This is an optimization exercise on Yosys and OpenROAD, whose aim is small area, a short achievable clock period and few clock cycles per item, not a production implementation. At most, simulation tests tie the RTL to the original design; equivalence was not proved. Function not checked in runs 3 to 5: the RTL went through the layout flow alone. Power is estimated from default activity; no workload was simulated.

## design/flow/config.mk

```make
export PLATFORM = sky130hd
export DESIGN_NAME = acr_dma_copy
export DESIGN_NICKNAME = acr_dma_copy
export VERILOG_FILES = /design/flow/design.v
export SDC_FILE = /design/flow/constraint.sdc
export NUM_CORES = 4
export LEC_CHECK = 0
export CAP_MARGIN = 20
export CORE_MARGIN = 2
export CORE_UTILIZATION = 65
export SETUP_SLACK_MARGIN = 3.55
export SLEW_MARGIN = 20
```

## design/flow/constraint.sdc

```tcl
create_clock -name core_clock -period 6.5 [get_ports {acr_clk}]
set_input_delay 1.3000 -clock core_clock [delete_from_list [all_inputs] [get_ports {acr_clk}]]
set_output_delay 1.3000 -clock core_clock [all_outputs]
set_load 0.01 [all_outputs]
```

## design/flow/design.v

```verilog
module acr_dma_copy #(
   parameter int ADDR_W     = 32,
   parameter int DATA_W     = 64,
   parameter int BURST_LEN  = 16,
   parameter int FIFO_DEPTH = 32
) (
   input  logic                acr_clk,
   input  logic                acr_rst,
   input  logic                cmd_valid,
   output logic                cmd_ready,
   input  logic [ADDR_W-1:0]   cmd_src,
   input  logic [ADDR_W-1:0]   cmd_dst,
   input  logic [15:0]         cmd_beats,
   output logic                busy,
   output logic                done,
   output logic                err,
   output logic [1:0]          dbg_state,
   output logic [ADDR_W-1:0]   axi_araddr,
   output logic [3:0]          axi_arlen,
   output logic                axi_arvalid,
   input  logic                axi_arready,
   input  logic [DATA_W-1:0]   axi_rdata,
   input  logic [1:0]          axi_rresp,
   input  logic                axi_rlast,
   input  logic                axi_rvalid,
   output logic                axi_rready,
   output logic [ADDR_W-1:0]   axi_awaddr,
   output logic [3:0]          axi_awlen,
   output logic                axi_awvalid,
   input  logic                axi_awready,
   output logic [DATA_W-1:0]   axi_wdata,
   output logic [DATA_W/8-1:0] axi_wstrb,
   output logic                axi_wlast,
   output logic                axi_wvalid,
   input  logic                axi_wready,
   input  logic [1:0]          axi_bresp,
   input  logic                axi_bvalid,
   output logic                axi_bready
);
   function automatic logic [1:0] carry(input logic [3:0] b, input logic [3:0] lo);
      logic [4:0] s;
      s = 5'(b) + 5'(lo);
      carry = {s > 5'd16, s == 5'd0};     
   endfunction
   logic        busy_q, done_q, err_q;
   logic [28:0] ar_a;           
   logic [11:0] ar_k;           
   logic        ar_skip, ar_cm;
   logic [3:0]  ar_el;          
   logic [3:0]  ar_len;
   logic        arv_q, ar_pend;
   logic [2:0]  r_out;          
   logic [28:0] aw_a;           
   logic [11:0] aw_k;
   logic        aw_skip, aw_cm;
   logic [3:0]  aw_el;          
   logic [3:0]  aw_len;
   logic        awv_q, aw_pend;
   logic [2:0]  b_out;          
   logic [3:0]  w_lo;           
   logic        acc, nz, ar_hs, aw_hs, w_hs, b_hs, ar_last, aw_last, ar_last2, aw_last2;
   logic        r_end, fin, ar_one, aw_one;
   logic [1:0]  ar_c, aw_c;
   logic [3:0]  len1;
   logic [2:0]  b_nxt, r_nxt;
   assign acc  = cmd_valid && !busy_q && !done_q;
   assign nz   = (cmd_beats != 16'd0);
   assign ar_c = carry(cmd_beats[3:0], cmd_src[6:3]);
   assign aw_c = carry(cmd_beats[3:0], cmd_dst[6:3]);
   assign ar_one = (cmd_beats[15:5] == 11'd0) && (6'(cmd_beats[4:0]) + 6'(cmd_src[6:3]) <= 6'd16);
   assign aw_one = (cmd_beats[15:5] == 11'd0) && (6'(cmd_beats[4:0]) + 6'(cmd_dst[6:3]) <= 6'd16);
   assign len1   = cmd_beats[3:0] - 4'd1;
   assign ar_hs = arv_q && axi_arready;
   assign aw_hs = awv_q && axi_awready;
   assign w_hs  = busy_q && axi_rvalid && axi_wready;
   assign b_hs  = busy_q && axi_bvalid;
   assign ar_last  = !ar_skip && (ar_k[11:1] == 11'd0) && (!ar_k[0] || ar_cm);
   assign aw_last  = !aw_skip && (aw_k[11:1] == 11'd0) && (!aw_k[0] || aw_cm);
   assign ar_last2 = ar_skip ? (ar_k == 12'd0) : (ar_k == 12'd1 || (ar_cm && ar_k == 12'd2));
   assign aw_last2 = aw_skip ? (aw_k == 12'd0) : (aw_k == 12'd1 || (aw_cm && aw_k == 12'd2));
   assign r_end   = (r_out == 3'd1) && !ar_pend;
   assign b_nxt   = b_out + 3'(aw_hs) - 3'(b_hs);
   assign r_nxt   = r_out + 3'(ar_hs) - 3'(w_hs && axi_rlast);
   assign fin     = b_hs && (b_out == 3'd1) && !aw_pend && !ar_pend && (r_out == 3'd0);
   always_ff @(posedge acr_clk) begin
      if (acr_rst) begin
         busy_q  <= 1'b0;
         done_q  <= 1'b0;
         err_q   <= 1'b0;
         arv_q   <= 1'b0;
         ar_pend <= 1'b0;
         r_out   <= 3'd0;
         awv_q   <= 1'b0;
         aw_pend <= 1'b0;
         b_out   <= 3'd0;
      end else begin
         r_out <= r_nxt;
         b_out <= b_nxt;
         if (acc) begin
            busy_q  <= nz;
            done_q  <= !nz;
            err_q   <= 1'b0;
            arv_q   <= nz;
            ar_pend <= nz;
            awv_q   <= nz;
            aw_pend <= nz;
         end else begin
            if ((w_hs && axi_rresp != 2'b00) || (b_hs && axi_bresp != 2'b00)) err_q <= 1'b1;
            if (ar_hs) begin
               arv_q <= !ar_last && (r_nxt != 3'd7);
               if (ar_last) ar_pend <= 1'b0;
            end else if (!arv_q && ar_pend && r_out != 3'd7) begin
               arv_q <= 1'b1;
            end
            if (aw_hs) begin
               awv_q <= !aw_last && (b_nxt != 3'd7);
               if (aw_last) aw_pend <= 1'b0;
            end else if (!awv_q && aw_pend && b_out != 3'd7) begin
               awv_q <= 1'b1;
            end
            done_q <= fin;
            if (fin) busy_q <= 1'b0;
         end
      end
   end
   always_ff @(posedge acr_clk) begin
      if (acc) begin
         ar_a    <= cmd_src[31:3];
         ar_k    <= cmd_beats[15:4];
         ar_skip <= ar_c[1];
         ar_cm   <= ar_c[0];
         ar_el   <= cmd_beats[3:0] + cmd_src[6:3] - 4'd1;
         ar_len  <= ar_one ? len1 : ~cmd_src[6:3];
         aw_a    <= cmd_dst[31:3];
         aw_k    <= cmd_beats[15:4];
         aw_skip <= aw_c[1];
         aw_cm   <= aw_c[0];
         aw_el   <= cmd_beats[3:0] + cmd_dst[6:3] - 4'd1;
         aw_len  <= aw_one ? len1 : ~cmd_dst[6:3];
         w_lo    <= cmd_dst[6:3];
      end else begin
         if (ar_hs) begin
            ar_a    <= {ar_a[28:4] + 25'd1, 4'd0};
            ar_skip <= 1'b0;
            if (!ar_skip) ar_k <= ar_k - 12'd1;
            ar_len  <= ar_last2 ? ar_el : 4'hF;
         end
         if (aw_hs) begin
            aw_a    <= {aw_a[28:4] + 25'd1, 4'd0};
            aw_skip <= 1'b0;
            if (!aw_skip) aw_k <= aw_k - 12'd1;
            aw_len  <= aw_last2 ? aw_el : 4'hF;
         end
         if (w_hs) w_lo <= w_lo + 4'd1;
      end
   end
   assign cmd_ready   = !busy_q && !done_q;
   assign busy        = busy_q;
   assign done        = done_q;
   assign err         = err_q;
   assign dbg_state   = {done_q, busy_q};
   assign axi_araddr  = {ar_a, 3'b000};
   assign axi_arlen   = ar_len;
   assign axi_arvalid = arv_q;
   assign axi_rready  = axi_wready;
   assign axi_awaddr  = {aw_a, 3'b000};
   assign axi_awlen   = aw_len;
   assign axi_awvalid = awv_q;
   assign axi_wdata   = axi_rdata;
   assign axi_wstrb   = '1;
   assign axi_wlast   = (w_lo == 4'hF) || (axi_rlast && r_end);
   assign axi_wvalid  = busy_q && axi_rvalid;
   assign axi_bready  = busy_q;
endmodule
```

## design/flow/flow/run.sh

```bash
#!/bin/bash
set -euo pipefail
cd "$(dirname "$0")/.."
export BUFFER_PORTS_ARGS="-buffer_cell sky130_fd_sc_hd__buf_1"
export CTS_ARGS="-sink_clustering_enable -repair_clock_nets -dont_use_dummy_load -buf_list sky130_fd_sc_hd__clkbuf_8"
bash standard.sh > standard_make.log 2>&1
```

## design/flow/standard.sh

```bash
#!/bin/bash
# synth_recipe.tcl (not shown) runs the flow's synth.tcl, then flattens the netlist and writes it again
# the make line also repeats each setting of config.mk as NAME=value (left out here)
make -C /OpenROAD-flow-scripts/flow DESIGN_CONFIG=/design/flow/config.mk WORK_HOME=/design/flow/orfs CLKGATE_MAP_FILE= SYNTH_SCRIPT=/design/flow/synth_recipe.tcl "${@:-finish}"
```

==> results of run 1 <==
[cell type report]
class	instances	area (µm²)
Multi-Input combinational cell	528	3530
Fill cell	880	3190
Clock buffer	17	234
Inverter	33	126
Timing Repair Buffer	173	706
Antenna cell	2	5.00
Tap cell	143	179
Sequential cell	119	3440
[worst max-delay path, delay by kind of cell]
| family | cells | cell delay [ns] |
|---|---|---|
| buffers and inverters | 1 | 0.15 |
| and+or+nand+nor | 1 | 0.32 |
| adders and majority gates | 2 | 0.56 |
| xor gates and xnor gates | 1 | 0.21 |
| AOI/OAI and AO/OA | 2 | 0.41 |
| muxes | 1 | 0.17 |
[flip-flops by register name (all words and copies together) (netlist names), 3 cells and up]
name / count
ar_el: 4
ar_k: 12
aw_len: 4
ar_a: 29
w_lo: 4
b_out: 3
aw_a: 29
ar_len: 4
aw_el: 4
r_out: 3
aw_k: 12
[layout by cell type, fill, tap and decap left out, types with 3 or more instances in the layout]
master and count:
nor4_1 6, nor4_4 5, ha_1 30, a31oi_1 8, dfxtp_1 13, nand4_1 11, nand4b_1 3, conb_1 14
and4_1 3, nor3_1 11, edfxtp_1 106, inv_1 32, xnor2_1 35, fa_2 3, a21oi_1 30, and2_1 4
buf_4 7, buf_2 4, a211oi_2 7, nand2_1 92, buf_1 157, and3_1 16, a211oi_1 12, nand3_1 37
fa_1 3, xor2_1 37, or3_1 3, clkbuf_8 17, buf_6 3, nor2b_1 3, nor2_1 58, o21ai_0 50
o21ai_1 9, a21o_1 8
[power by group through the flow]
stage	Clock (mW)	Sequential [mW]	Combinational (mW)
6_report	0.486	1.09	0.473
4_1_cts	0.492	1.09	0.457
2_1_floorplan	0	1.11	0.331
3_5_place_dp	0	1.11	0.451
3_3_place_gp	0	1.10	0.436
5_1_grt	0.512	1.11	0.528
[stage by stage]
step	setup WS, ns	instances	power (mW)	util, %
after floorplan	3.38	783	1.44	-
after global placement	2.88	993	1.54	68.5
after detailed placement	2.86	993	1.56	68.5
after CTS	3.48	1011	2.04	70.9
after global routing	3.48	1013	2.15	72.0
final	3.56	1015	2.05	72.1
[kinds of logic after synthesis]
family          synth area share, %
simple gates                   17.8
buf+inv                        10.8
compound gates                 10.2
flops                          45.3
xor+xnor                       8.64
fa+ha+maj                      6.85
other cells                  0.0988
mux                           0.263
[final timing paths]
kind	startpoint	slack (ns)	endpoint	cells past startpoint
min reg2reg	err_q	0.50	err_q	2
max reg2reg	busy_q	4.11	arv_q	11
min	err_q	0.50	err_q	2
max	cmd_beats[0]	3.56	ar_len[3]	8
[what timing repair did]
action / 4_1_cts / 5_1_grt
setup endpoints to repair: 48 / 48
setup buffers: 1 / 2
pin swaps: 0 / 5
resized for setup: 10 / 22
[Yosys cell counts, drive strengths merged (3+ instances only)]
library cell,count,area share [%]
nand4,12,1.2
nand4b,3,0.35
nand2,93,4.6
nor2,58,2.9
fa,6,1.6
buf,92,8.7
a31oi,8,0.66
inv,32,1.6
nand3,38,2.6
nor2b,3,0.25
and3,16,1.3
dfxtp,13,3.4
a21o,9,0.89
or3,3,0.25
edfxtp,106,42
ha,32,5.3
a211oi,19,1.9
nor4b,3,0.35
nor3,12,0.94
clkbuf,11,0.54
and4,3,0.35
a21oi,31,2.0
xor2,38,4.4
and2,5,0.41
o21ai,59,3.9
nor4,12,1.8
o211ai,3,0.43
xnor2,37,4.3
[metal layers]
layer | vias to the layer above | wire (µm) | part of all wire [%] | track usage (%)
met3 | 108 | 1090 | 6.2 | 6.48
li1 | 2820 | - | - | -
met4 | 0 | 719 | 4.1 | 14.6
met2 | 242 | 8860 | 50 | 45.5
met1 | 2815 | 7000 | 40 | 32.7
met5 | - | 0 | 0 | 0
==> summary.md, run 1 <==
| Metric | Value |
|---|---|
| Core Rows | `39` |
| Post-synth EDFFs | `~110` |
| Via count | `~6,000` |
| Tot GR Track Use | `27.2%` |
| Cells after synthesis | `771` |
| GP Congestion | `0.902` |
| First-pass GRT wire length | `27.4 mm` |
| Die area | `12,600 µm²` |
| CTS hold repair buffers | `0` |
| Mapped Area | `7600 µm²` |
| Final Cycle Share | `between 40% and 50%` |
| Critical path cell sequence | `buf_2 > ha_4 > fa_2 > xor2_2 > nor4b_2 > mux2i_4 > a211oi_1 > a211oi_2` |
| DR WL/cell | `17.4 µm` |
| Total congestion overflow | `0` |
| CTS HTree Levels | `4` |
| Total CTS buffers | `17` |
| Final slew viol count | `0` |
| Root Driver | `clkbuf_8` |
| Sw Share | `32.0%` |
| HP Class | `reg2reg` |
| Crit-path slowest cell | `fa_2` |
| Setup CP Type | `in2reg` |
| Peak supply drop | `0.179 mV` |
| Maxcap violations | `0` |
| Residual DRC count | `0` |
| Vias in the first global route | `5,747` |
| CTS tree | `yes` |
| Power Dens Cells | `250 nW/µm²` |
| Final Skew | `0.0176 ns` |
| Cell area after layout | `8230 µm²` |
| Drt via density | `5.90` |
| WP data required | `6.68 ns` |
| Clk sinks | `about 120` |
| Main synth FF type | `edfxtp_1` |
| CP Max Fanout | `7` |
| Synth Warn # | `1` |
| Synth Register Bits | `119` |
| Final Hold Violating Endpoints | `0` |
| Static leakage | `2.91 nW` |
| Sequential power share | `53.3%` |
| ANT nets after route | `0` |
| Layout cells sized above 1 | `8.28%` |
| Drt first pass iters | `7` |
| Unrepaired setup endpoints after global routing | `yes` |
| Core area | `11,400 µm²` |
| CP arrival | `3.12 ns` |
| Setup TNS | `0 ns` |
| Slowest stage delay, CP | `0.38 ns` |
| Clk pwr share | `23.7%` |
| HPWL Detailed | `roughly 13 mm` |
| Clock latency (worst-skew pair) | `0.44 ns` |
| P_sw | `0.657 mW` |
| Final WL | `17.7 mm` |
| I/O pins | `313` |
| Ys async rst share | `0%` |
| Status | `finished clean` |
| Final Setup Violations | `0` |
| DRT iter0 DRCs | `448` |
| Clock slew at reported path FFs | `0.07 ns` |
| Syn-to-layout area delta | `8.25%` |
| Largest net degree at the start of global routing | `70` |
| Starting Density | `66.6%` |
| Port Buffers | `164` |
| Post-layout net count | `1,067` |
| Worst Setup Start Kind | `input pin` |
| Clk buf depth | `2` |
| Crit. End Element | `register` |
| Combinational share of power | `23.1%` |
| Initial antenna violation count | `0` |
| Die Span X | `112 µm` |
| Hold Slack | `0.503 ns` |
| Worst-margin pin slew | `about 0.58 ns` |
| Max-slew headroom at the worst pin | `between 60% and 70%` |
| Cell variety after synth | `45` |
| Sequential-to-total area share from yosys stat | `between 40 and 50%` |
| Die Y | `roughly 110 µm` |
| Synth Area per Inst | `about 10 µm²` |
| Placement-stage cell area | `between 7000 and 8000 µm²` |
| Final min period | `2.94 ns` |
| Fmax | `approximately 340 MHz` |
| Cell Int Power | `1.40 mW` |
Testbench counts, summed over its fixed seeds: cycles 47,140, beats 35,812.
==> run 2: changes to the inputs <==
==> design/flow/flow/run.sh (replaced) <==
#!/bin/bash
set -euo pipefail
cd "$(dirname "$0")/.."
export BUFFER_PORTS_ARGS="-buffer_cell sky130_fd_sc_hd__buf_1"
bash standard.sh > standard_make.log 2>&1
--- a/design/flow/config.mk
+++ b/design/flow/config.mk
@@ -7,6 +7,6 @@
 export LEC_CHECK = 0
 export CAP_MARGIN = 20
 export CORE_MARGIN = 2
-export CORE_UTILIZATION = 65
-export SETUP_SLACK_MARGIN = 3.55
+export CORE_UTILIZATION = 40
+export SETUP_SLACK_MARGIN = 3.4
 export SLEW_MARGIN = 20
==> summary.md, run 2 <==
| Metric | Value |
|---|---|
| Sw Share | `28.0% (-4.0 points)` |
| Critical path cell sequence | `clkbuf_2 > ha_1 > fa_1 > xor2_1 > nor4b_2 > mux2i_4 > a21o_1 > a211oi_1` |
| Commonest non-fill, non-tap cell in the layout | `buf_1` |
| Power Dens Cells | `296 nW/µm² (+19%)` |
| Total power | `2.54 mW (+24%)` |
| ANT nets after route | `0 (unchanged)` |
| Combinational share of power | `17.9% (-5.2 points)` |
| Mapped Area | `7600 µm² (unchanged)` |
| Synth Warn # | `1 (unchanged)` |
| Worst Hold Launch | `err_q` |
| Clk buf depth | `2 (unchanged)` |
| Biggest registers after layout | `ar_a (29), aw_a (29)` |
| Final Skew | `0.00814 ns (-0.00945 ns)` |
| CP delay by family, top | `adder cells` |
| Bufs and invs on worst path | `1 (unchanged)` |
| Cells after synthesis | `771 (unchanged)` |
| Clk pwr share | `39.2% (+16 points)` |
| Setup CP Type | `in2reg` |
| Tot GR Track Use | `17.2% (-10 points)` |
| Placed Instances | `1,084 (+9.2%)` |
| First-pass GRT wire length | `27.2 mm (-0.71%)` |
| Drt first pass iters | `4 (-3)` |
| Max-slew headroom at the worst pin | `59.5% (-2.0 points)` |
| Vias in the first global route | `5,292 (-7.9%)` |
| Unrepaired setup endpoints after global routing | `yes` |
| Layout cells sized above 1 | `6.58% (-1.7 points)` |
| Crit. End Element | `register` |
| HP Class | `reg2reg` |
| Drt via density | `5.09 (-14%)` |
| Static leakage | `3.04 nW (+4.6%)` |
| Largest net degree at the start of global routing | `69 (-1.4%)` |
| GP Congestion | `0.837 (-7.2%)` |
| Ys async rst share | `0% (unchanged)` |
| Postcts setup bufs | `0 (-1)` |
| Post-layout net count | `1,064 (-0.28%)` |
| Cell variety after synth | `45 (unchanged)` |
| Port Buffers | `164 (unchanged)` |
| Worst-margin pin slew | `0.608 ns (+0.0306 ns)` |
| Largest area contributor in the netlist | `edfxtp_1` |
| Final min period | `3.03 ns (+0.0846 ns)` |
| I/O pins | `313 (unchanged)` |
| DR WL/cell | `15.5 µm (-11%)` |
| P_sw | `0.713 mW (+8.5%)` |
| Cell with the most instances after synthesis | `edfxtp_1` |
| HPWL Detailed | `12.6 mm (-1.9%)` |
| RR Startpoint | `busy_q` |
| Maxcap violations | `0 (unchanged)` |
| Final Setup Violations | `0 (unchanged)` |
| Slowest stage delay, CP | `0.40 ns (+0.02 ns)` |
| Die Span X | `142 µm (+26%)` |
| Syn-to-layout area delta | `13.0%` |
| DRT iter0 DRCs | `292 (-35%)` |
| Commonest cells after routing, fill and taps aside | `buf_1, edfxtp_1, nand2_1` |
| Setup TNS | `0 ns (unchanged)` |
| Synth Area per Inst | `9.86 µm² (unchanged)` |
| Most frequent cells after synthesis | `edfxtp_1, nand2_1, buf_4, nor2_1, o21ai_0` |
| Sequential power share | `43.0% (-10 points)` |
| CP arrival | `3.25 ns (+0.13 ns)` |
| Fmax | `330 MHz (-2.8%)` |
| Peak supply drop | `0.183 mV (+2.2%)` |
| WP data required | `6.73 ns (+0.05 ns)` |
| CTS tree | `yes` |
| Fill cells | `1,831 (+110%)` |
| Main synth FF type | `edfxtp_1` |
| CTS HTree Levels | `4 (unchanged)` |
| Status | `finished clean` |
| Final WL | `17.3 mm (-2.0%)` |
| Ranking of synthesized cells by area | `edfxtp_1, buf_4, ha_1` |
| Die area | `20,100 µm² (+60%)` |
| Sequential-to-total area share from yosys stat | `45.3% (unchanged)` |
| Core area | `18,700 µm² (+64%)` |
| Root Driver | `clkbuf_16` |
| Total congestion overflow | `0 (unchanged)` |
| Final Hold Violating Endpoints | `0 (unchanged)` |
| Via count | `5,679 (-5.1%)` |
| Synth Register Bits | `119 (unchanged)` |
| Initial antenna violation count | `0 (unchanged)` |
| Final Cycle Share | `46.6% (+1.3 points)` |
| Starting Density | `40.6% (-26 points)` |
| Ant diodes | `0 (-2)` |
| Post-synth EDFFs | `106 (unchanged)` |
| Crit-path slowest cell | `fa_1` |
| Worst Setup Start Kind | `input pin` |
| Clock latency (worst-skew pair) | `0.42 ns (-0.02 ns)` |
| Residual DRC count | `0 (unchanged)` |
| Cell Int Power | `1.83 mW (+31%)` |
| Clock slew at reported path FFs | `0.06 ns (about the same)` |
| CP Max Fanout | `7 (unchanged)` |
| Core Rows | `50 (+28%)` |
| Final slew viol count | `0 (unchanged)` |
| Clk sinks | `119 (unchanged)` |
| Critical Path Source | `cmd_beats[0]` |
| Cell Count, Final, Fillers Out | `1,116 (+10%)` |
| Post-synth top area share | `41.9% (unchanged)` |
| Total CTS buffers | `17 (unchanged)` |
| Die Y | `142 µm (+26%)` |
## run 2: cell counts after synthesis
Identical to the previous run, type by type.
## run 2: kinds of logic (layout without fill, tap and decap cells)
kind of cell / count (synthesis) / in the layout / synth area share (%)
AOI/OAI and AO/OA: 133 / 133 / 10.2
muxes: 2 / 2 / 0.263
DFF: 119 / 119 / 45.3
buffers and inverters: 136 / 235 / 10.8
and+or+nand+nor: 266 / 266 / 17.8
other: 2 / 14 / 0.0988
xor gates and xnor gates: 75 / 75 / 8.64
adders and majority gates: 38 / 38 / 6.85
## run 2: power by group through the flow
| stage | Clock (mW) | Sequential (mW) | Combinational [mW] |
|---|---|---|---|
| 2_1_floorplan | 0 | 1.11 | 0.330 |
| 3_3_place_gp | 0 | 1.10 | 0.443 |
| 3_5_place_dp | 0 | 1.11 | 0.450 |
| 4_1_cts | 1.02 | 1.09 | 0.457 |
| 5_1_grt | 1.06 | 1.11 | 0.516 |
| 6_report | 0.997 | 1.09 | 0.454 |
## run 2: area by class of cell
type,instances,area [µm²],share of cell area [%]
inverter,33,136,1.59
sequential,119,3440,40.1
clock buffer,20,437,5.09
tap,234,293,3.41
timing repair buffer,170,668,7.78
clock inverter,12,181,2.11
multi-input combinational,528,3430,39.9
## run 2: worst min-delay path: cells and delay by family (launching register included)
kind                   cells  cell delay, ns
buffers and inverters      1            0.05
AOI/OAI and AO/OA          1            0.06
DFF                        1            0.31
## run 2: worst paths after layout
kind                     to  cells past startpoint  slack (ns)
setup / recovery  aw_len[3]                      8        3.47
hold / removal        err_q                      2        0.48
setup reg to reg   aw_a[22]                      7        4.07
hold reg to reg       err_q                      2        0.48
## run 2: stage by stage
step	hold slack [ns]	instance area [µm²]	setup slack, ns	util [%]
floorplan	0.476	7650	3.38	-
global placement	0.470	7910	2.41	42.3
detailed placement	0.468	7910	2.41	42.3
CTS	0.484	8560	3.41	45.7
global route	0.527	8590	3.35	45.9
finish	0.481	8590	3.47	45.9
## run 2: repair_timing
item / in CTS / in global routing
gates resized for setup: 8 / 6
hold buffers: 0 / 0
pin swaps: 0 / 0
setup endpoints to repair: 46 / 24
## run 2: metal layers
metal	GRT usage (%)	up-vias	share of wire, %
li1	-	2826	-
met1	23.5	2631	47
met2	26.6	186	45
met3	3.98	36	5.5
met4	7.00	0	2.1
met5	0	-	0
==> run 3: changes to the inputs <==
--- a/design/flow/design.v
+++ b/design/flow/design.v
@@ -47,21 +47,20 @@
    logic [11:0] ar_k;           
    logic        ar_skip, ar_cm;
    logic [3:0]  ar_el;          
-   logic [3:0]  ar_len;
+   logic        ar_lq;          
    logic        arv_q, ar_pend;
    logic [2:0]  r_out;          
    logic [28:0] aw_a;           
    logic [11:0] aw_k;
    logic        aw_skip, aw_cm;
    logic [3:0]  aw_el;          
-   logic [3:0]  aw_len;
+   logic        aw_lq;          
    logic        awv_q, aw_pend;
    logic [2:0]  b_out;          
    logic [3:0]  w_lo;           
-   logic        acc, nz, ar_hs, aw_hs, w_hs, b_hs, ar_last, aw_last, ar_last2, aw_last2;
+   logic        acc, nz, ar_hs, aw_hs, w_hs, b_hs, ar_last2, aw_last2;
    logic        r_end, fin, ar_one, aw_one;
    logic [1:0]  ar_c, aw_c;
-   logic [3:0]  len1;
    logic [2:0]  b_nxt, r_nxt;
    assign acc  = cmd_valid && !busy_q && !done_q;
    assign nz   = (cmd_beats != 16'd0);
@@ -69,13 +68,10 @@
    assign aw_c = carry(cmd_beats[3:0], cmd_dst[6:3]);
    assign ar_one = (cmd_beats[15:5] == 11'd0) && (6'(cmd_beats[4:0]) + 6'(cmd_src[6:3]) <= 6'd16);
    assign aw_one = (cmd_beats[15:5] == 11'd0) && (6'(cmd_beats[4:0]) + 6'(cmd_dst[6:3]) <= 6'd16);
-   assign len1   = cmd_beats[3:0] - 4'd1;
    assign ar_hs = arv_q && axi_arready;
    assign aw_hs = awv_q && axi_awready;
    assign w_hs  = busy_q && axi_rvalid && axi_wready;
    assign b_hs  = busy_q && axi_bvalid;
-   assign ar_last  = !ar_skip && (ar_k[11:1] == 11'd0) && (!ar_k[0] || ar_cm);
-   assign aw_last  = !aw_skip && (aw_k[11:1] == 11'd0) && (!aw_k[0] || aw_cm);
    assign ar_last2 = ar_skip ? (ar_k == 12'd0) : (ar_k == 12'd1 || (ar_cm && ar_k == 12'd2));
    assign aw_last2 = aw_skip ? (aw_k == 12'd0) : (aw_k == 12'd1 || (aw_cm && aw_k == 12'd2));
    assign r_end   = (r_out == 3'd1) && !ar_pend;
@@ -107,14 +103,14 @@
          end else begin
             if ((w_hs && axi_rresp != 2'b00) || (b_hs && axi_bresp != 2'b00)) err_q <= 1'b1;
             if (ar_hs) begin
-               arv_q <= !ar_last && (r_nxt != 3'd7);
-               if (ar_last) ar_pend <= 1'b0;
+               arv_q <= !ar_lq && (r_nxt != 3'd7);
+               if (ar_lq) ar_pend <= 1'b0;
             end else if (!arv_q && ar_pend && r_out != 3'd7) begin
                arv_q <= 1'b1;
             end
             if (aw_hs) begin
-               awv_q <= !aw_last && (b_nxt != 3'd7);
-               if (aw_last) aw_pend <= 1'b0;
+               awv_q <= !aw_lq && (b_nxt != 3'd7);
+               if (aw_lq) aw_pend <= 1'b0;
             end else if (!awv_q && aw_pend && b_out != 3'd7) begin
                awv_q <= 1'b1;
             end
@@ -130,26 +126,26 @@
          ar_skip <= ar_c[1];
          ar_cm   <= ar_c[0];
          ar_el   <= cmd_beats[3:0] + cmd_src[6:3] - 4'd1;
-         ar_len  <= ar_one ? len1 : ~cmd_src[6:3];
+         ar_lq   <= ar_one;
          aw_a    <= cmd_dst[31:3];
          aw_k    <= cmd_beats[15:4];
          aw_skip <= aw_c[1];
          aw_cm   <= aw_c[0];
          aw_el   <= cmd_beats[3:0] + cmd_dst[6:3] - 4'd1;
-         aw_len  <= aw_one ? len1 : ~cmd_dst[6:3];
+         aw_lq   <= aw_one;
          w_lo    <= cmd_dst[6:3];
       end else begin
          if (ar_hs) begin
             ar_a    <= {ar_a[28:4] + 25'd1, 4'd0};
             ar_skip <= 1'b0;
             if (!ar_skip) ar_k <= ar_k - 12'd1;
-            ar_len  <= ar_last2 ? ar_el : 4'hF;
+            ar_lq   <= ar_last2;
          end
          if (aw_hs) begin
             aw_a    <= {aw_a[28:4] + 25'd1, 4'd0};
             aw_skip <= 1'b0;
             if (!aw_skip) aw_k <= aw_k - 12'd1;
-            aw_len  <= aw_last2 ? aw_el : 4'hF;
+            aw_lq   <= aw_last2;
          end
          if (w_hs) w_lo <= w_lo + 4'd1;
       end
@@ -160,11 +156,11 @@
    assign err         = err_q;
    assign dbg_state   = {done_q, busy_q};
    assign axi_araddr  = {ar_a, 3'b000};
-   assign axi_arlen   = ar_len;
+   assign axi_arlen   = (ar_lq ? ar_el : 4'hF) - ar_a[3:0];
    assign axi_arvalid = arv_q;
    assign axi_rready  = axi_wready;
    assign axi_awaddr  = {aw_a, 3'b000};
-   assign axi_awlen   = aw_len;
+   assign axi_awlen   = (aw_lq ? aw_el : 4'hF) - aw_a[3:0];
    assign axi_awvalid = awv_q;
    assign axi_wdata   = axi_rdata;
    assign axi_wstrb   = '1;
==> design/flow/flow/run.sh (replaced) <==
#!/bin/bash
set -euo pipefail
cd "$(dirname "$0")/.."
export BUFFER_PORTS_ARGS="-buffer_cell sky130_fd_sc_hd__buf_1"
export CTS_ARGS="-sink_clustering_enable -repair_clock_nets -dont_use_dummy_load -buf_list sky130_fd_sc_hd__clkbuf_8"
bash standard.sh > standard_make.log 2>&1
--- a/design/flow/config.mk
+++ b/design/flow/config.mk
@@ -8,5 +8,5 @@
 export CAP_MARGIN = 20
 export CORE_MARGIN = 2
 export CORE_UTILIZATION = 40
-export SETUP_SLACK_MARGIN = 3.4
+export SETUP_SLACK_MARGIN = 3.55
 export SLEW_MARGIN = 20
==> summary.md, run 3 <==
| Metric | Value |
|---|---|
| Status | `finished clean` |
| CP Max Fanout | `3 (-4)` |
| Total power | `2.01 mW (-21%)` |
| Drt first pass iters | `4 (unchanged)` |
| Commonest cells after routing, fill and taps aside | `buf_1, edfxtp_1, nand2_1` |
| Fmax | `318 MHz (-3.6%)` |
| Core area | `18,000 µm² (-4.0%)` |
| Sequential-to-total area share from yosys stat | `44.7% (-0.64 points)` |
| Cells after synthesis | `747 (-3.1%)` |
| CTS tree | `yes` |
| Peak supply drop | `0.126 mV (-31%)` |
| Tot GR Track Use | `16.8% (-0.45 points)` |
| Clk buf depth | `2 (unchanged)` |
| CP delay by family, top | `flip-flops` |
| Residual DRC count | `0 (unchanged)` |
| Syn-to-layout area delta | `9.83%` |
| Setup CP Type | `reg2out` |
| Total congestion overflow | `0 (unchanged)` |
| Final Cycle Share | `48.3% (+1.8 points)` |
| Synth Warn # | `1 (unchanged)` |
| Layout cells sized above 1 | `8.25% (+1.7 points)` |
| Final min period | `3.14 ns (+0.114 ns)` |
| Synth Register Bits | `113 (-5.0%)` |
| Static leakage | `2.85 nW (-6.4%)` |
| Die Span X | `139 µm (-1.9%)` |
| Bufs and invs on worst path | `2 (+1)` |
| Ant diodes | `0 (unchanged)` |
| I/O pins | `313 (unchanged)` |
| Clock slew at reported path FFs | `0.07 ns (about the same)` |
| Largest area contributor in the netlist | `edfxtp_1` |
| Drt via density | `4.98 (-2.1%)` |
| Initial antenna violation count | `0 (unchanged)` |
| Cell with the most instances after synthesis | `edfxtp_1` |
| Die Y | `139 µm (-1.9%)` |
| Post-synth EDFFs | `100 (-5.7%)` |
| CTS HTree Levels | `4 (unchanged)` |
| HP Class | `reg2reg` |
| Fill cells | `1,803 (-1.5%)` |
| Final WL | `16.1 mm (-7.3%)` |
| Largest net degree at the start of global routing | `80 (+16%)` |
| Final Setup Violations | `0 (unchanged)` |
| Via count | `5,368 (-5.5%)` |
| Critical path cell sequence | `buf_4 > nand2b_1 > ha_1 > a21oi_2 > xnor2_1 > buf_2` |
| Post-layout net count | `1,052 (-1.1%)` |
| Setup TNS | `0 ns (unchanged)` |
| Final Skew | `0.0322 ns (+0.0241 ns)` |
| Slowest stage delay, CP | `0.46 ns (+0.06 ns)` |
| Worst-margin pin slew | `0.934 ns (+0.326 ns)` |
| Mapped Area | `7310 µm² (-3.9%)` |
| Unrepaired setup endpoints after global routing | `yes` |
| CP arrival | `1.84 ns (-1.41 ns)` |
| Commonest non-fill, non-tap cell in the layout | `buf_1` |
| Die area | `19,400 µm² (-3.8%)` |
| DR WL/cell | `14.9 µm (-3.9%)` |
| Maxcap violations | `0 (unchanged)` |
| Main synth FF type | `edfxtp_1` |
| HPWL Detailed | `12.0 mm (-4.6%)` |
| Final slew viol count | `0 (unchanged)` |
| Power Dens Cells | `251 nW/µm² (-15%)` |
| Vias in the first global route | `5,208 (-1.6%)` |
| Crit-path slowest cell | `edfxtp_1` |
| Biggest registers after layout | `ar_a (29), aw_a (29)` |
| Synth Area per Inst | `9.78 µm² (-0.80%)` |
| Post-synth top area share | `41.1% (-0.77 points)` |
| Crit. End Element | `output pin` |
| Clk sinks | `113 (-5.0%)` |
| Port Buffers | `164 (unchanged)` |
| Core Rows | `49 (-2.0%)` |
| Ranking of synthesized cells by area | `edfxtp_1, buf_4, ha_1` |
| Total CTS buffers | `17 (unchanged)` |
| Clock latency (worst-skew pair) | `0.45 ns (+0.03 ns)` |
| Final Hold Violating Endpoints | `0 (unchanged)` |
| Starting Density | `40.7% (about the same)` |
| First-pass GRT wire length | `25.8 mm (-5.3%)` |
| WP data required | `5.20 ns (-1.53 ns)` |
| Ys async rst share | `0% (unchanged)` |
| Root Driver | `clkbuf_8` |
| Worst Setup Start Kind | `register` |
| Max-slew headroom at the worst pin | `37.3% (-22 points)` |
| Cell variety after synth | `40 (-11%)` |
| Most frequent cells after synthesis | `edfxtp_1, buf_4, nand2_1, nor2_1, o21ai_0` |
| ANT nets after route | `0 (unchanged)` |
| DRT iter0 DRCs | `302 (+3.4%)` |
| GP Congestion | `0.791 (-5.4%)` |
run 3: cell count changes after synthesis, sizes merged, moves of 6 or more:
cell | before | now
nand2b | 1 | 8
xnor2 | 37 | 43
buf | 92 | 82
edfxtp | 106 | 100
clkbuf | 11 | 18
a211oi | 19 | 4
nand2 | 93 | 74
inv | 32 | 47
run 3: logic make-up (layout without fill, tap and decap cells):
| logic type | count (synthesis) | in the layout | synth area share [%] |
|---|---|---|---|
| buffers and inverters | 148 | 237 | 11.8 |
| AOI/OAI and AO/OA | 116 | 116 | 9.03 |
| DFF | 113 | 113 | 44.7 |
| muxes | 1 | 1 | 0.154 |
| other | 2 | 14 | 0.103 |
| xor gates and xnor gates | 84 | 84 | 10.1 |
| adders and majority gates | 45 | 45 | 8.53 |
| and+or+nand+nor | 238 | 238 | 15.6 |
run 3: timing repair:
action                     in CTS  in global routing
hold buffers                    0                  0
gates cloned                    0                  0
pin swaps                       5                  1
resized for setup              27                  8
setup endpoints to repair       9                 10
buffers inserted                4                  0
run 3: through the flow:
step	std cells	utilization (%)	setup WS [ns]	instance area [µm²]	hold WS, ns
final	1077	44.7	3.36	8020	0.498
after global placement	1056	42.6	3.13	7650	0.471
after floorplan	759	-	3.31	7390	0.450
after detailed placement	1056	42.6	3.12	7650	0.484
after global routing	1077	44.7	3.24	8020	0.522
after CTS	1077	44.5	3.31	8000	0.501
run 3: worst paths after layout:
path / start / endpoint / slack, ns / cells past startpoint
setup / recovery: aw_lq / axi_awlen[3] / 3.36 / 6
hold / removal: err_q / err_q / 0.50 / 2
setup reg to reg: busy_q / arv_q / 4.10 / 11
hold reg to reg: err_q / err_q / 0.50 / 2
run 3: layout make-up:
| type | instances | area, µm² | share of cell area (%) |
|---|---|---|---|
| flip-flops and latches | 113 | 3260 | 40.7 |
| repair buffers | 172 | 722 | 9.00 |
| clock buffers | 17 | 234 | 2.92 |
| inverters | 48 | 181 | 2.26 |
| well taps | 229 | 287 | 3.57 |
| multi-input cells | 498 | 3340 | 41.6 |
run 3: worst register-to-register path: cells and delay by family, from the launching register on:
kind,cells,cell delay (ns)
adder cells (fa/ha/maj),3,0.65
flip-flops,1,0.43
AO/OA/AOI/OAI,2,0.40
AND/OR/NAND/NOR,2,0.38
XOR/XNOR,2,0.31
buffers and inverters,2,0.08
run 3: power breakdown:
part | internal, mW | switching (mW) | leakage [nW]
logic | 0.204 | 0.292 | 1.65
registers | 0.937 | 0.0997 | 1.08
clock network | 0.229 | 0.250 | 0.122
run 3: per-layer routing:
layer	share of wire, %	track usage [%]	vias up
met1	44	21.3	2486
met4	1.8	6.38	0
met3	7.3	5.70	30
met5	0	0	-
li1	-	-	2675
met2	47	26.6	177
==> run 4: changes to the inputs <==
--- a/design/flow/design.v
+++ b/design/flow/design.v
@@ -46,14 +46,14 @@
    logic [28:0] ar_a;           
    logic [11:0] ar_k;           
    logic        ar_skip, ar_cm;
-   logic [3:0]  ar_el;          
+   logic [3:0]  ar_d;           
    logic        ar_lq;          
    logic        arv_q, ar_pend;
    logic [2:0]  r_out;          
    logic [28:0] aw_a;           
    logic [11:0] aw_k;
    logic        aw_skip, aw_cm;
-   logic [3:0]  aw_el;          
+   logic [3:0]  aw_d;           
    logic        aw_lq;          
    logic        awv_q, aw_pend;
    logic [2:0]  b_out;          
@@ -61,6 +61,7 @@
    logic        acc, nz, ar_hs, aw_hs, w_hs, b_hs, ar_last2, aw_last2;
    logic        r_end, fin, ar_one, aw_one;
    logic [1:0]  ar_c, aw_c;
+   logic [3:0]  len1, ar_el, aw_el;
    logic [2:0]  b_nxt, r_nxt;
    assign acc  = cmd_valid && !busy_q && !done_q;
    assign nz   = (cmd_beats != 16'd0);
@@ -68,6 +69,9 @@
    assign aw_c = carry(cmd_beats[3:0], cmd_dst[6:3]);
    assign ar_one = (cmd_beats[15:5] == 11'd0) && (6'(cmd_beats[4:0]) + 6'(cmd_src[6:3]) <= 6'd16);
    assign aw_one = (cmd_beats[15:5] == 11'd0) && (6'(cmd_beats[4:0]) + 6'(cmd_dst[6:3]) <= 6'd16);
+   assign len1  = cmd_beats[3:0] - 4'd1;
+   assign ar_el = cmd_beats[3:0] + cmd_src[6:3] - 4'd1;
+   assign aw_el = cmd_beats[3:0] + cmd_dst[6:3] - 4'd1;
    assign ar_hs = arv_q && axi_arready;
    assign aw_hs = awv_q && axi_awready;
    assign w_hs  = busy_q && axi_rvalid && axi_wready;
@@ -125,13 +129,13 @@
          ar_k    <= cmd_beats[15:4];
          ar_skip <= ar_c[1];
          ar_cm   <= ar_c[0];
-         ar_el   <= cmd_beats[3:0] + cmd_src[6:3] - 4'd1;
+         ar_d    <= ar_one ? len1 : ar_el;
          ar_lq   <= ar_one;
          aw_a    <= cmd_dst[31:3];
          aw_k    <= cmd_beats[15:4];
          aw_skip <= aw_c[1];
          aw_cm   <= aw_c[0];
-         aw_el   <= cmd_beats[3:0] + cmd_dst[6:3] - 4'd1;
+         aw_d    <= aw_one ? len1 : aw_el;
          aw_lq   <= aw_one;
          w_lo    <= cmd_dst[6:3];
       end else begin
@@ -156,11 +160,11 @@
    assign err         = err_q;
    assign dbg_state   = {done_q, busy_q};
    assign axi_araddr  = {ar_a, 3'b000};
-   assign axi_arlen   = (ar_lq ? ar_el : 4'hF) - ar_a[3:0];
+   assign axi_arlen   = ar_lq ? ar_d : ~ar_a[3:0];
    assign axi_arvalid = arv_q;
    assign axi_rready  = axi_wready;
    assign axi_awaddr  = {aw_a, 3'b000};
-   assign axi_awlen   = (aw_lq ? aw_el : 4'hF) - aw_a[3:0];
+   assign axi_awlen   = aw_lq ? aw_d : ~aw_a[3:0];
    assign axi_awvalid = awv_q;
    assign axi_wdata   = axi_rdata;
    assign axi_wstrb   = '1;
==> summary.md, run 4 <==
| Metric | Value |
|---|---|
| Status | `finished clean` |
| Ranking of synthesized cells by area | `edfxtp_1, buf_4, xnor2_1` |
| HPWL Detailed | `11.8 mm (-1.4%)` |
| Largest area contributor in the netlist | `edfxtp_1` |
| Core area | `17,900 µm² (-0.34%)` |
| Clk buf depth | `2 (unchanged)` |
| Commonest cells after routing, fill and taps aside | `buf_1, edfxtp_1, nand2_1` |
| Final Skew | `0.0220 ns (-0.0102 ns)` |
| WP data required | `5.20 ns (about the same)` |
| Fmax | `339 MHz (+6.4%)` |
| Setup TNS | `0 ns (unchanged)` |
| Core Rows | `49 (unchanged)` |
| Commonest non-fill, non-tap cell in the layout | `buf_1` |
| Sink of the worst hold path | `err_q` |
| Cell with the most instances after synthesis | `edfxtp_1` |
| Syn-to-layout area delta | `10.4%` |
| Clk sinks | `113 (unchanged)` |
| Main synth FF type | `edfxtp_1` |
| Hold path cells | `2 (unchanged)` |
| Static leakage | `2.80 nW (-1.7%)` |
| Worst setup margin | `3.55 ns (+0.190 ns)` |
| Total power | `1.98 mW (-1.4%)` |
| Reg-to-Reg End | `ar_a[5]` |
| Total CTS buffers | `17 (unchanged)` |
| Sequential-to-total area share from yosys stat | `44.8% (+0.12 points)` |
| Register-to-Register Setup Slack | `4.00 ns (-0.10 ns)` |
| Worst Hold Launch | `err_q` |
| Maxcap violations | `0 (unchanged)` |
| DR WL/cell | `15.0 µm (+0.32%)` |
| I/O pins | `313 (unchanged)` |
| Die area | `19,300 µm² (-0.27%)` |
| Multi-input logic area | `3400 µm² (+1.8%)` |
| Via count | `5,319 (-0.91%)` |
| Post-synth EDFFs | `100 (unchanged)` |
| Final WL | `16.0 mm (-0.52%)` |
| Fill cells | `1,807 (+0.22%)` |
| Final Hold Violating Endpoints | `0 (unchanged)` |
| Drt first pass iters | `4 (unchanged)` |
| Crit. End Element | `output pin` |
| Max-slew headroom at the worst pin | `43.1% (+5.8 points)` |
| Post-synth top area share | `41.2% (+0.11 points)` |
| Cells after synthesis | `745 (-0.27%)` |
| Power Dens Cells | `247 nW/µm² (-1.6%)` |
| Initial antenna violation count | `0 (unchanged)` |
| Synth Warn # | `1 (unchanged)` |
| Residual DRC count | `0 (unchanged)` |
| Total congestion overflow | `0 (unchanged)` |
| Root Driver | `clkbuf_8` |
| Final min period | `2.95 ns (-0.190 ns)` |
| Clock latency (worst-skew pair) | `0.43 ns (-0.02 ns)` |
| Synth Register Bits | `113 (unchanged)` |
| Setup CP Type | `in2out` |
| RR Startpoint | `busy_q` |
| Area occupied by registers | `3260 µm² (unchanged)` |
| DP Worst Slack | `2.78 ns (-0.349 ns)` |
| Cell variety after synth | `49 (+23%)` |
| Wl on met1 | `7.57 mm (+6.7%)` |
| CP Max Fanout | `4 (+1)` |
| Starting Density | `40.7% (about the same)` |
| Unrepaired setup endpoints after global routing | `yes` |
| HP Class | `reg2reg` |
| CTS HTree Levels | `4 (unchanged)` |
| CP arrival | `1.65 ns (-0.19 ns)` |
| Met2 WL | `7.39 mm (-1.4%)` |
| ANT nets after route | `0 (unchanged)` |
| WL met3 | `810 µm (-31%)` |
| Biggest registers after layout | `ar_a (29), aw_a (29)` |
| Mapped Area | `7290 µm² (-0.27%)` |
| Peak supply drop | `0.115 mV (-8.9%)` |
| Largest net degree at the start of global routing | `69 (-14%)` |
| Most frequent cells after synthesis | `edfxtp_1, nand2_1, buf_4, o21ai_0, xnor2_1` |
| Drt via density | `4.98 (about the same)` |
| Ys async rst share | `0% (unchanged)` |
| FF-to-FF path depth | `4 (-7)` |
| Die Span X | `139 µm (-0.13%)` |
| First-pass GRT wire length | `25.0 mm (-2.8%)` |
| Top sig layer | `met4` |
| Post-layout net count | `1,036 (-1.5%)` |
| Synth Area per Inst | `9.78 µm² (about the same)` |
| Vias in the first global route | `5,015 (-3.7%)` |
| Clock slew at reported path FFs | `0.06 ns (about the same)` |
| Worst Setup Start Kind | `input pin` |
| CTS tree | `yes` |
| GP Congestion | `0.786 (-0.64%)` |
| Worst-margin pin slew | `0.851 ns (-0.0824 ns)` |
| Layout cells sized above 1 | `8.58% (+0.33 points)` |
| Final slew viol count | `0 (unchanged)` |
| Ant diodes | `0 (unchanged)` |
| CTS hold repair buffers | `0 (unchanged)` |
| Port Buffers | `164 (unchanged)` |
| Die Y | `139 µm (-0.13%)` |
| Final Setup Violations | `0 (unchanged)` |
| Tot GR Track Use | `16.3% (-0.49 points)` |
| DRT iter0 DRCs | `227 (-25%)` |
| Final Cycle Share | `45.4% (-2.9 points)` |
[run 4: changes by cell type after synthesis, sizes merged, moves of 6 or more]
cell,previous run,this run
xnor2,43,57
nor2,54,43
nor3,15,28
mux2i,0,8
inv,47,35
nand3,38,27
buf,82,88
nand2,74,87
xor2,41,20
[run 4: critical path, stage by stage]
cell and delay, ns:
buf_1 0.07, and2_4 0.16, buf_6 0.12
[run 4: worst max-delay path by stage]
stage                       from    endpoint  slack (ns)  cells past startpoint
floorplan             axi_rvalid       arv_q        3.37                     11
global placement    cmd_beats[1]     aw_d[0]        2.84                      8
detailed placement  cmd_beats[1]     aw_d[0]        2.78                      8
CTS                    axi_rlast   axi_wlast        3.53                      4
global route           cmd_valid     ar_a[5]        3.49                      4
finish                axi_rvalid  axi_wvalid        3.55                      3
[run 4: report_power, final]
group / internal, mW / leakage (nW) / total [mW] / switching, mW
clock: 0.229 / 0.122 / 0.475 / 0.246
sequential: 0.937 / 1.08 / 1.04 / 0.0998
combinational: 0.194 / 1.60 / 0.473 / 0.279
total: 1.36 / 2.80 / 1.98 / 0.625
[run 4: kinds of logic after synthesis]
kind of cell	count (synthesis)	synth area share, %
AOI/OAI and AO/OA	121	9.67
xor gates and xnor gates	78	9.57
adders and majority gates	38	7.14
buffers and inverters	143	11.8
DFF	113	44.8
muxes	8	1.10
other	2	0.103
and+or+nand+nor	242	15.8
[run 4: through the flow]
step	utilization, %	hold WS, ns	std cells	instance area (µm²)
floorplan	-	0.462	757	7490
global placement	43.0	0.465	1047	7700
detailed placement	43.0	0.475	1047	7700
CTS	44.5	0.485	1064	7960
global route	44.9	0.501	1068	8040
finish	44.9	0.478	1068	8040
[run 4: final cells by class]
type / count / share of cell area (%)
multi-input combinational: 501 / 42.2
sequential: 113 / 40.6
timing repair buffer: 173 / 9.01
tap: 229 / 3.56
clock buffer: 17 / 2.91
inverter: 35 / 1.73
[run 4: metal layers]
metal  vias up  global-route usage, %
met5         -                      0
met4         0                   5.79
met3        16                   3.45
met2       152                   26.4
met1      2461                   21.7
li1       2690                      -
[run 4: what timing repair did]
| action | 4_1_cts | 5_1_grt |
|---|---|---|
| gates resized for setup | 8 | 20 |
| pin swaps | 0 | 11 |
| endpoints found under the hold margin | 0 | 0 |
| setup endpoints to repair | 12 | 77 |
| setup buffers | 0 | 4 |
==> run 5: changes to the inputs <==
--- a/design/flow/config.mk
+++ b/design/flow/config.mk
@@ -8,5 +8,5 @@
 export CAP_MARGIN = 20
 export CORE_MARGIN = 2
 export CORE_UTILIZATION = 40
-export SETUP_SLACK_MARGIN = 3.55
+export SETUP_SLACK_MARGIN = 3.75
 export SLEW_MARGIN = 20
==> summary.md, run 5 <==
| Metric | Value |
|---|---|
| Main combinational cell family by area after synthesis | `simple AND/OR/NAND/NOR gates` |
| Cell variety after synth | `49 (unchanged)` |
| Syn-to-layout area delta | `15.7%` |
| CTS HTree Levels | `4 (unchanged)` |
| Max-slew headroom at the worst pin | `43.1% (about the same)` |
| DR WL/cell | `15.3 µm (+2.3%)` |
| Commonest cells after routing, fill and taps aside | `buf_1, edfxtp_1, nand2_1` |
| Via count | `5,531 (+4.0%)` |
| Mux cell area share after synthesis | `1.10% (unchanged)` |
| I/O pins | `313 (unchanged)` |
| Sequential-to-total area share from yosys stat | `44.8% (unchanged)` |
| Residual DRC count | `0 (unchanged)` |
| Status | `finished clean` |
| Crit. End Element | `output pin` |
| Adder-Cell Fraction of Synth Area | `7.14% (unchanged)` |
| Setup TNS | `0 ns (unchanged)` |
| Ranking of synthesized cells by area | `edfxtp_1, buf_4, xnor2_1` |
| Tot GR Track Use | `16.7% (+0.36 points)` |
| Synth Register Bits | `113 (unchanged)` |
| ANT nets after route | `0 (unchanged)` |
| DRT iter0 DRCs | `268 (+18%)` |
| Port Buffers | `164 (unchanged)` |
| CP Max Fanout | `4 (unchanged)` |
| Core Rows | `49 (unchanged)` |
| Synth Area per Inst | `9.78 µm² (unchanged)` |
| Commonest non-fill, non-tap cell in the layout | `buf_1` |
| Starting Density | `40.7% (unchanged)` |
| Drt first pass iters | `5 (+1)` |
| Biggest registers after layout | `ar_a (29), aw_a (29)` |
| Synth Area in Compound Gates | `9.67% (unchanged)` |
| Ant diodes | `0 (unchanged)` |
| Largest net degree at the start of global routing | `91 (+32%)` |
| Fmax | `339 MHz (+0.13%)` |
| Post-layout net count | `1,061 (+2.4%)` |
| Final min period | `2.95 ns (-0.00390 ns)` |
| Total congestion overflow | `0 (unchanged)` |
| Initial antenna violation count | `0 (unchanged)` |
| Final slew viol count | `0 (unchanged)` |
| Layout cells sized above 1 | `13.9% (+5.3 points)` |
| Final Cycle Share | `45.3% (-0.060 points)` |
| Clk sinks | `113 (unchanged)` |
| DP Worst Slack | `2.80 ns (+0.0270 ns)` |
| Root Driver | `clkbuf_8` |
| Main synth FF type | `edfxtp_1` |
| CTS tree | `yes` |
| Drt via density | `5.06 (+1.6%)` |
| Die Span X | `139 µm (unchanged)` |
| Total CTS buffers | `17 (unchanged)` |
| Peak supply drop | `0.132 mV (+15%)` |
| GP Congestion | `0.773 (-1.7%)` |
| Clock slew at reported path FFs | `0.06 ns (about the same)` |
| CTS hold repair buffers | `0 (unchanged)` |
| Most frequent cells after synthesis | `edfxtp_1, nand2_1, buf_4, o21ai_0, xnor2_1` |
| XOR/XNOR share of the synthesized area | `9.57% (unchanged)` |
| Maxcap violations | `0 (unchanged)` |
| Die Y | `139 µm (unchanged)` |
| Power Dens Cells | `241 nW/µm² (-2.5%)` |
| Final Skew | `0.0253 ns (+0.00332 ns)` |
| CP arrival | `1.65 ns (about the same)` |
| Final Hold Violating Endpoints | `0 (unchanged)` |
| Unrepaired setup endpoints after global routing | `yes` |
| HPWL Detailed | `11.7 mm (-1.0%)` |
| Ys async rst share | `0% (unchanged)` |
| Final Setup Violations | `0 (unchanged)` |
| First-pass GRT wire length | `25.9 mm (+3.3%)` |
| Static leakage | `2.97 nW (+6.0%)` |
| HP Class | `reg2reg` |
| Simple-gate area share of the yosys netlist | `15.8% (unchanged)` |
| Worst-margin pin slew | `0.851 ns (-0.000592 ns)` |
| Cell with the most instances after synthesis | `edfxtp_1` |
| Post-synth EDFFs | `100 (unchanged)` |
| Synth Warn # | `1 (unchanged)` |
| Setup CP Type | `in2out` |
| Largest area contributor in the netlist | `edfxtp_1` |
| Vias in the first global route | `5,208 (+3.8%)` |
| Cells after synthesis | `745 (unchanged)` |
| Post-synth top area share | `41.2% (unchanged)` |
| Mapped Area | `7290 µm² (unchanged)` |
| Clock latency (worst-skew pair) | `0.44 ns (about the same)` |
| Die area | `19,300 µm² (unchanged)` |
| WP data required | `5.20 ns (about the same)` |
| Worst setup margin | `3.55 ns (+0.00390 ns)` |
| Clk buf depth | `2 (unchanged)` |
| Final WL | `16.7 mm (+4.7%)` |
| Core area | `17,900 µm² (unchanged)` |
| Worst Setup Start Kind | `input pin` |
## run 5: metal layers
metal  GRT usage [%]  wire length (µm)  up-vias  share of wire, %
met1            21.9              7630     2609                46
met5               0                 0        -                 0
met4            4.89               123        0              0.74
li1                -                 -     2735                 -
met3            5.25              1020       19               6.1
met2            26.5              7950      168                48
## run 5: kinds of logic after synthesis
family | after synthesis
AO/OA/AOI/OAI | 121
XOR/XNOR | 78
adder cells (fa/ha/maj) | 38
buffers and inverters | 143
flip-flops | 113
multiplexers | 8
other | 2
AND/OR/NAND/NOR | 242
## run 5: layout make-up
class / count / area (µm²)
clock buffer: 17 / 234
timing repair buffer: 198 / 972
multi-input combinational: 501 / 3510
tap: 229 / 287
fill: 1727 / 9470
sequential: 113 / 3260
inverter: 35 / 158
## run 5: worst max-delay path, cell delays in order
cell and delay [ns]:
buf_1 0.07, and2_4 0.16, buf_6 0.12
## run 5: repair_timing
action	4_1_cts	5_1_grt
gates resized for setup	38	40
endpoints found under the setup margin	67	103
setup buffers	17	15
pin swaps	23	27
## run 5: worst paths after layout
check                                 from          to  slack, ns  cells after the start
worst max register to register      busy_q       arv_q       4.15                     11
worst min register to register       err_q       err_q       0.48                      2
worst max-delay path            axi_rvalid  axi_wvalid       3.55                      3
worst min-delay path                 err_q       err_q       0.48                      2
## run 5: power by group
| part | internal, mW | switching, mW | total, mW |
|---|---|---|---|
| Combinational | 0.220 | 0.295 | 0.515 |
| Clock | 0.229 | 0.251 | 0.480 |
| Sequential | 0.936 | 0.0970 | 1.03 |
| Total | 1.39 | 0.642 | 2.03 |
## run 5: per-stage QoR
stage               utilization, %  hold slack, ns  power (mW)  std cells  cell area, µm²
floorplan                        -           0.462        1.40        757            7500
global route                  47.1           0.516        2.15       1093            8430
detailed placement            43.0           0.474        1.52       1044            7690
CTS                           45.6           0.485        2.02       1078            8170
finish                        47.1           0.477        2.03       1093            8430
global placement              43.0           0.466        1.51       1044            7690
==> run 6: changes to the inputs <==
--- a/design/flow/design.v
+++ b/design/flow/design.v
@@ -37,10 +37,14 @@
    input  logic                axi_bvalid,
    output logic                axi_bready
 );
-   function automatic logic [1:0] carry(input logic [3:0] b, input logic [3:0] lo);
+   function automatic logic [6:0] first(input logic [15:0] b, input logic [3:0] lo);
       logic [4:0] s;
-      s = 5'(b) + 5'(lo);
-      carry = {s > 5'd16, s == 5'd0};     
+      logic       cp, cm, one;
+      s   = 5'(b[3:0]) + 5'(lo);
+      cp  = (s > 5'd16);
+      cm  = (s == 5'd0);
+      one = (b[15:5] == 11'd0) && (b[4] ? cm : !cp);
+      first = {cp, cm, one, one ? b[3:0] - 4'd1 : s[3:0] - 4'd1};
    endfunction
    logic        busy_q, done_q, err_q;
    logic [28:0] ar_a;           
@@ -60,18 +64,13 @@
    logic [3:0]  w_lo;           
    logic        acc, nz, ar_hs, aw_hs, w_hs, b_hs, ar_last2, aw_last2;
    logic        r_end, fin, ar_one, aw_one;
-   logic [1:0]  ar_c, aw_c;
-   logic [3:0]  len1, ar_el, aw_el;
+   logic [3:0]  ar_d0, aw_d0;
+   logic        ar_cp, ar_cm0, aw_cp, aw_cm0;
    logic [2:0]  b_nxt, r_nxt;
    assign acc  = cmd_valid && !busy_q && !done_q;
    assign nz   = (cmd_beats != 16'd0);
-   assign ar_c = carry(cmd_beats[3:0], cmd_src[6:3]);
-   assign aw_c = carry(cmd_beats[3:0], cmd_dst[6:3]);
-   assign ar_one = (cmd_beats[15:5] == 11'd0) && (6'(cmd_beats[4:0]) + 6'(cmd_src[6:3]) <= 6'd16);
-   assign aw_one = (cmd_beats[15:5] == 11'd0) && (6'(cmd_beats[4:0]) + 6'(cmd_dst[6:3]) <= 6'd16);
-   assign len1  = cmd_beats[3:0] - 4'd1;
-   assign ar_el = cmd_beats[3:0] + cmd_src[6:3] - 4'd1;
-   assign aw_el = cmd_beats[3:0] + cmd_dst[6:3] - 4'd1;
+   assign {ar_cp, ar_cm0, ar_one, ar_d0} = first(cmd_beats, cmd_src[6:3]);
+   assign {aw_cp, aw_cm0, aw_one, aw_d0} = first(cmd_beats, cmd_dst[6:3]);
    assign ar_hs = arv_q && axi_arready;
    assign aw_hs = awv_q && axi_awready;
    assign w_hs  = busy_q && axi_rvalid && axi_wready;
@@ -107,13 +106,13 @@
          end else begin
             if ((w_hs && axi_rresp != 2'b00) || (b_hs && axi_bresp != 2'b00)) err_q <= 1'b1;
             if (ar_hs) begin
-               arv_q <= !ar_lq && (r_nxt != 3'd7);
+               arv_q <= !ar_lq && (r_out < 3'd6);
                if (ar_lq) ar_pend <= 1'b0;
             end else if (!arv_q && ar_pend && r_out != 3'd7) begin
                arv_q <= 1'b1;
             end
             if (aw_hs) begin
-               awv_q <= !aw_lq && (b_nxt != 3'd7);
+               awv_q <= !aw_lq && (b_out < 3'd6);
                if (aw_lq) aw_pend <= 1'b0;
             end else if (!awv_q && aw_pend && b_out != 3'd7) begin
                awv_q <= 1'b1;
@@ -127,15 +126,15 @@
       if (acc) begin
          ar_a    <= cmd_src[31:3];
          ar_k    <= cmd_beats[15:4];
-         ar_skip <= ar_c[1];
-         ar_cm   <= ar_c[0];
-         ar_d    <= ar_one ? len1 : ar_el;
+         ar_skip <= ar_cp;
+         ar_cm   <= ar_cm0;
+         ar_d    <= ar_d0;
          ar_lq   <= ar_one;
          aw_a    <= cmd_dst[31:3];
          aw_k    <= cmd_beats[15:4];
-         aw_skip <= aw_c[1];
-         aw_cm   <= aw_c[0];
-         aw_d    <= aw_one ? len1 : aw_el;
+         aw_skip <= aw_cp;
+         aw_cm   <= aw_cm0;
+         aw_d    <= aw_d0;
          aw_lq   <= aw_one;
          w_lo    <= cmd_dst[6:3];
       end else begin
--- a/design/flow/config.mk
+++ b/design/flow/config.mk
@@ -5,8 +5,9 @@
 export SDC_FILE = /design/flow/constraint.sdc
 export NUM_CORES = 4
 export LEC_CHECK = 0
+export ABC_AREA = 1
 export CAP_MARGIN = 20
 export CORE_MARGIN = 2
 export CORE_UTILIZATION = 40
-export SETUP_SLACK_MARGIN = 3.75
+export SETUP_SLACK_MARGIN = 3.55
 export SLEW_MARGIN = 20
==> summary.md, run 6 <==
| Metric | Value |
|---|---|
| Status | `finished clean` |
| Sequential-to-total area share from yosys stat | `40.2% (-4.6 points)` |
| Ranking of synthesized cells by area | `edfxtp_1, nand2_1, buf_4` |
| Commonest cells after routing, fill and taps aside | `nand2_1, buf_1, nor2_1` |
| Peak supply drop | `0.0958 mV (-27%)` |
| CTS HTree Levels | `4 (unchanged)` |
| Setup CP Type | `in2out` |
| Core area | `20,100 µm² (+12%)` |
| Fill cells | `2,026 (+17%)` |
| Biggest registers after layout | `ar_a (29), aw_a (29)` |
| WP data required | `5.20 ns (about the same)` |
| Most frequent cells after synthesis | `nand2_1, inv_1, nor2_1, edfxtp_1, buf_4` |
| Clock slew at reported path FFs | `0.06 ns (about the same)` |
| DP Worst Slack | `3.05 ns (+0.247 ns)` |
| Total power | `2.10 mW (+3.6%)` |
| Ant diodes | `0 (unchanged)` |
| Post-synth top area share | `37.0% (-4.2 points)` |
| I/O pins | `313 (unchanged)` |
| Clk sinks | `113 (unchanged)` |
| Synth Warn # | `1 (unchanged)` |
| Final min period | `3.07 ns (+0.127 ns)` |
| Max-slew headroom at the worst pin | `37.0% (-6.1 points)` |
| Worst-margin pin slew | `0.944 ns (+0.0939 ns)` |
| Synth Register Bits | `113 (unchanged)` |
| Cell variety after synth | `40 (-18%)` |
| Power Dens Cells | `240 nW/µm² (-0.34%)` |
| Largest net degree at the start of global routing | `89 (-2.2%)` |
| Final Hold Violating Endpoints | `0 (unchanged)` |
| Layout cells sized above 1 | `8.38% (-5.5 points)` |
| Vias in the first global route | `6,474 (+24%)` |
| Maxcap violations | `0 (unchanged)` |
| Residual DRC count | `0 (unchanged)` |
| Main synth FF type | `edfxtp_1` |
| Worst Setup Start Kind | `input pin` |
| Syn-to-layout area delta | `7.81%` |
| Clk buf depth | `2 (unchanged)` |
| CTS tree | `yes` |
| CTS hold repair buffers | `0 (unchanged)` |
| CP Max Fanout | `2 (-2)` |
| Cell with the most instances after synthesis | `nand2_1` |
| DRT iter0 DRCs | `308 (+15%)` |
| Root Driver | `clkbuf_8` |
| Setup TNS | `0 ns (unchanged)` |
| CP arrival | `1.77 ns (+0.12 ns)` |
| HPWL Detailed | `14.4 mm (+23%)` |
| Final Cycle Share | `47.3% (+2.0 points)` |
| Post-layout net count | `1,326 (+25%)` |
| First-pass GRT wire length | `31.4 mm (+22%)` |
| Starting Density | `40.4% (-0.29 points)` |
| Die Span X | `147 µm (+5.4%)` |
| Ys async rst share | `0% (unchanged)` |
| Total CTS buffers | `17 (unchanged)` |
| Final WL | `19.5 mm (+17%)` |
| Clock latency (worst-skew pair) | `0.43 ns (about the same)` |
| ANT nets after route | `0 (unchanged)` |
| Die Y | `147 µm (+5.4%)` |
| Final Setup Violations | `0 (unchanged)` |
| Die area | `21,500 µm² (+11%)` |
| Via count | `6,792 (+23%)` |
| Largest area contributor in the netlist | `edfxtp_1` |
| Multi-input logic area | `3800 µm² (+8.0%)` |
| Drt first pass iters | `5 (unchanged)` |
| Synth Area per Inst | `7.86 µm² (-20%)` |
| Area occupied by registers | `3260 µm² (unchanged)` |
| Final Skew | `0.0194 ns (-0.00585 ns)` |
| Final slew viol count | `0 (unchanged)` |
| Unrepaired setup endpoints after global routing | `yes` |
| Cell area after layout | `8760 µm² (+3.9%)` |
| Core Rows | `52 (+6.1%)` |
| HP Class | `reg2reg` |
| Cell Count, Final, Fillers Out | `1,403 (+28%)` |
| Mapped Area | `8120 µm² (+11%)` |
| Drt via density | `4.84 (-4.3%)` |
| Initial antenna violation count | `0 (unchanged)` |
| Total congestion overflow | `0 (unchanged)` |
| GP Congestion | `0.854 (+11%)` |
| Port Buffers | `164 (unchanged)` |
| Static leakage | `3.69 nW (+24%)` |
| Placement-stage cell area | `8470 µm² (+10%)` |
| Tot GR Track Use | `18.3% (+1.6 points)` |
| Hold Slack | `0.488 ns (+0.0118 ns)` |
| Fin util | `43.6% (-3.5 points)` |
| Post-synth EDFFs | `100 (unchanged)` |
| Worst setup margin | `3.43 ns (-0.127 ns)` |
| Crit. End Element | `output pin` |
| Cells after synthesis | `1,033 (+39%)` |
| Placed Instances | `1,382 (+32%)` |
| Commonest non-fill, non-tap cell in the layout | `nand2_1` |
| Fmax | `325 MHz (-4.1%)` |
| DR WL/cell | `13.9 µm (-9.2%)` |
run 6: cell types whose count changed after synthesis, sizes merged, moves of 12 or more:
cell and delta:
nand2 +216, inv +77, nor2 +75, xnor2 -47, nand3 +44, a21oi -16, clkbuf -14, nor3 -12
run 6: cell families after synthesis:
group / synth area share [%]
and+or+nand+nor: 29.0
buffers and inverters: 14.1
DFF: 40.2
AOI/OAI and AO/OA: 7.13
xor gates and xnor gates: 3.88
adders and majority gates: 5.61
other: 0.0925
run 6: area by class of cell:
type / count / area share (%)
Sequential cell: 113 / 37.3
Clock buffer: 17 / 2.67
Multi-Input combinational cell: 717 / 43.3
Inverter: 112 / 4.81
Timing Repair Buffer: 174 / 8.04
Tap cell: 270 / 3.86
run 6: power by group:
part | total (mW) | internal (mW) | switching [mW] | leakage (nW)
combinational | 0.564 | 0.193 | 0.370 | 2.48
sequential | 1.05 | 0.942 | 0.104 | 1.08
clock | 0.489 | 0.230 | 0.259 | 0.122
run 6: critical path, stage by stage:
cell	delay, ns
buf_6	0.07
nand4_1	0.13
o21ai_2	0.11
buf_2	0.16
run 6: worst paths after layout:
check,from,end,slack (ns),cells after the start
hold / removal,ar_pend,ar_pend,0.49,2
setup / recovery,axi_rlast,axi_wlast,3.43,4
hold reg to reg,ar_pend,ar_pend,0.49,2
setup reg to reg,busy_q,w_lo[2],4.33,5
run 6: what timing repair did:
item	in CTS	in global routing
endpoints found under the hold margin	0	0
endpoints found under the setup margin	7	10
pin swaps	1	2
buffers inserted	0	4
gates resized for setup	6	6
run 6: per-layer routing:
layer	wire (µm)	track usage [%]	up-vias
met1	8640	22.9	3078
met3	1190	3.78	28
met2	9300	30.8	230
li1	-	-	3456
met4	364	7.38	0
met5	0	0	-
Testbench counts of run 6, summed over its fixed seeds: cycles 47,140, beats 35,812.

## afterwards: timing with drivers on the ports
The flow's constraints put no driver on any port. The routed layouts listed below were extracted and timed again, unchanged, in two steps.
Step 1 (the two cells are an assumption about what drives the block):
set clk [get_ports {acr_clk}]
set_driving_cell -lib_cell sky130_fd_sc_hd__clkbuf_16 $clk
set_driving_cell -lib_cell sky130_fd_sc_hd__buf_2 [delete_from_list [all_inputs] $clk]
Step 2, shift: input delay + t, output delay - t, t = (earliest + latest rising clock arrival at the registers) / 2. This alone moves slack from input paths to output paths.
Three values: ideal ports, drivers, drivers and shift; two values: the first two.
| run | t (ns) | slack for setup (ns) | slew at the worst register clock pin (ns) | worst data-port slew with drivers (ns) |
|---|---|---|---|---|
| run 1 | 0.462 | 3.558 / 3.535 / 3.104 | 0.07 / 0.07 | 0.08 |
| run 2 | 0.453 | 3.473 / 3.454 / 3.030 | 0.06 / 0.06 | 0.08 |
| run 3 | 0.472 | 3.358 / 3.321 / 3.179 | 0.09 / 0.09 | 0.07 |
| run 4 | 0.454 | 3.549 / 3.526 / 3.132 | 0.07 / 0.07 | 0.07 |
| run 5 | 0.464 | 3.552 / 3.528 / 3.155 | 0.08 / 0.08 | 0.07 |
| run 6 | 0.459 | 3.426 / 3.389 / 3.178 | 0.08 / 0.08 | 0.07 |
After both steps setup and hold are still met in every run listed. The setup slack of run 1, which loses most, moves by -0.023 ns with the drivers and by -0.454 ns with both steps.
